Context: an optimization exercise on an open-source flow, tuned for small area, a short achievable clock period and few clock cycles per item. The choices shown serve that exercise and are no tape-out recipe.
In this exercise RTL edits were held to simulation tests only and were not proved equivalent to the original.
Power and IR drop assume default switching activity.

== try-indigo ==
// dadda_mul
module dadda_mul
(
	input  logic        clk,
	input  logic        rst_n,
	input  logic        req_valid,
	input  logic [15:0] req_a,
	input  logic [15:0] req_b,
	output logic        rsp_valid,
	output logic [31:0] rsp_product
);
	wire pp1;
	wire pp2;
	wire pp3;
	wire pp4;
	wire pp5;
	wire pp6;
	wire pp7;
	wire pp8;
	wire pp9;
	wire pp10;
	wire pp11;
	wire pp12;
	wire pp13;
	wire pp14;
	wire pp15;
	wire pp16;
	wire pp17;
	wire pp18;
	wire pp19;
	wire pp20;
	wire pp21;
	wire pp22;
	wire pp23;
	wire pp24;
	wire pp25;
	wire pp26;
	wire pp27;
	wire pp28;
	wire pp29;
	wire pp30;
	wire pp31;
	wire pp32;
	wire pp33;
	wire pp34;
	wire pp35;
	wire pp36;
	wire pp37;
	wire pp38;
	wire pp39;
	wire pp40;
	wire pp41;
	wire pp42;
	wire pp43;
	wire pp44;
	wire pp45;
	wire pp46;
	wire pp47;
	wire pp48;
	wire pp49;
	wire pp50;
	wire pp51;
	wire pp52;
	wire pp53;
	wire pp54;
	wire pp55;
	wire pp56;
	wire pp57;
	wire pp58;
	wire pp59;
	wire pp60;
	wire pp61;
	wire pp62;
	wire pp63;
	wire pp64;
	wire pp65;
	wire pp66;
	wire pp67;
	wire pp68;
	wire pp69;
	wire pp70;
	wire pp71;
	wire pp72;
	wire pp73;
	wire pp74;
	wire pp75;
	wire pp76;
	wire pp77;
	wire pp78;
	wire pp79;
	wire pp80;
	wire pp81;
	wire pp82;
	wire pp83;
	wire pp84;
	wire pp85;
	wire pp86;
	wire pp87;
	wire pp88;
	wire pp89;
	wire pp90;
	wire pp91;
	wire pp92;
	wire pp93;
	wire pp94;
	wire pp95;
	wire pp96;
	wire pp97;
  ...
Size in the first run: about 150 flip-flops, about 10000 µm² of cells after synthesis.
==> flow/config.mk <==
export PLATFORM = sky130hd
export DESIGN_NAME = dadda_mul
export DESIGN_NICKNAME = dadda_mul
export VERILOG_FILES = /design/flow/design.v
export SDC_FILE = /design/flow/constraint.sdc
export NUM_CORES = 4
export LEC_CHECK = 0
export CAP_MARGIN = 20
export CORE_MARGIN = 2
export CORE_UTILIZATION = 60
export CTS_BUF_LIST = sky130_fd_sc_hd__clkbuf_8
export SETUP_SLACK_MARGIN = 0.4
export SLEW_MARGIN = 20
export SYNTH_HIERARCHICAL = 1
export SYNTH_MINIMUM_KEEP_SIZE = 0
==> flow/constraint.sdc <==
create_clock -name core_clock -period 3.0 [get_ports {clk}]
set_input_delay 0.6000 -clock core_clock [delete_from_list [all_inputs] [get_ports {clk}]]
set_output_delay 0.6000 -clock core_clock [all_outputs]
set_load 0.01 [all_outputs]
standard.sh (not shown) runs the stock make flow with config.mk's settings and CLKGATE_MAP_FILE= SYNTH_SCRIPT=/design/flow/synth_recipe.tcl, a recipe that flattens the netlist after the stock synthesis.
==> flow/flow/run.sh <==
#!/bin/bash
set -euo pipefail
export BUFFER_PORTS_ARGS="-buffer_cell sky130_fd_sc_hd__buf_2"
bash standard.sh > standard_flow.log 2>&1
try-indigo closes out successfully: all stages finished, all timing, DRC and antenna checks passed.
Testbench counts of try-indigo, summed over its fixed seeds: cycles 4,112, items 4,096.
Changes in try-garnet relative to try-indigo:
# try-indigo
export LEC_CHECK = 0
export CAP_MARGIN = 20
export CORE_MARGIN = 2
export CORE_UTILIZATION = 60
export CTS_BUF_LIST = sky130_fd_sc_hd__clkbuf_8
export SETUP_SLACK_MARGIN = 0.4
export SLEW_MARGIN = 20
export SYNTH_HIERARCHICAL = 1
export SYNTH_MINIMUM_KEEP_SIZE = 0
create_clock -name core_clock -period 3.0 [get_ports {clk}]
# try-garnet
export LEC_CHECK = 0
export CAP_MARGIN = 20
export CORE_MARGIN = 2
export CORE_UTILIZATION = 60
export SETUP_SLACK_MARGIN = 0.4
export SLEW_MARGIN = 20
export SYNTH_HIERARCHICAL = 1
export SYNTH_MINIMUM_KEEP_SIZE = 0
create_clock -name core_clock -period 3.0 [get_ports {clk}]
### Flow results
On hold slack, try-garnet does better than try-indigo.
In the reports for try-garnet and try-indigo, the smaller number of gates given a new drive strength after cts belongs to try-indigo.
try-garnet: sequential share of layout area is 0.49 points lower than what try-indigo reported.
Minimum period implied by the final worst setup slack, try-garnet and try-indigo, higher one = try-garnet.
Launching element of the worst setup path = r527: try-indigo; launching element of the worst setup path = req_a[13]: try-garnet
Max share of the final layout cell area in multi-input gates across try-garnet and try-indigo: try-indigo
Re area growth from synthesis to final layout: try-garnet is 1.9 points up on try-indigo.
Power on try-garnet is behind try-indigo.
Summary — combined global-route utilization of all metal layers, try-garnet relative to try-indigo: higher, by 0.44 points.
Placed instance area across try-garnet and try-indigo: no real change.

-- port drivers added, routing unchanged --
The flow's constraints put no driver on any port. The routed layouts listed below were extracted and timed again, unchanged, in two steps. Step 1, drivers: a clkbuf_16 drives clk and a buf_2 each remaining input, both assumed. Step 2, shift: input delay + t, output delay - t, t = (earliest + latest rising clock arrival at the registers) / 2. This alone moves slack from input paths to output paths. Slacks: ideal ports / drivers / drivers and shift; pairs: ideal ports / drivers.
run | t (ns) | setup slack, ns | worst setup path at the end | worst slew at a driven data input, ns
try-indigo | 0.496 | 0.431 / 0.431 / -0.044 | input to register | 0.05
try-garnet | 0.470 | 0.389 / 0.413 / -0.057 | input to register | 0.05
With both steps, setup timing fails in try-indigo and try-garnet, where it was met with ideal ports. For try-indigo, which loses most, drivers alone change the setup slack by 0.000 ns; drivers and shift together by -0.475 ns.
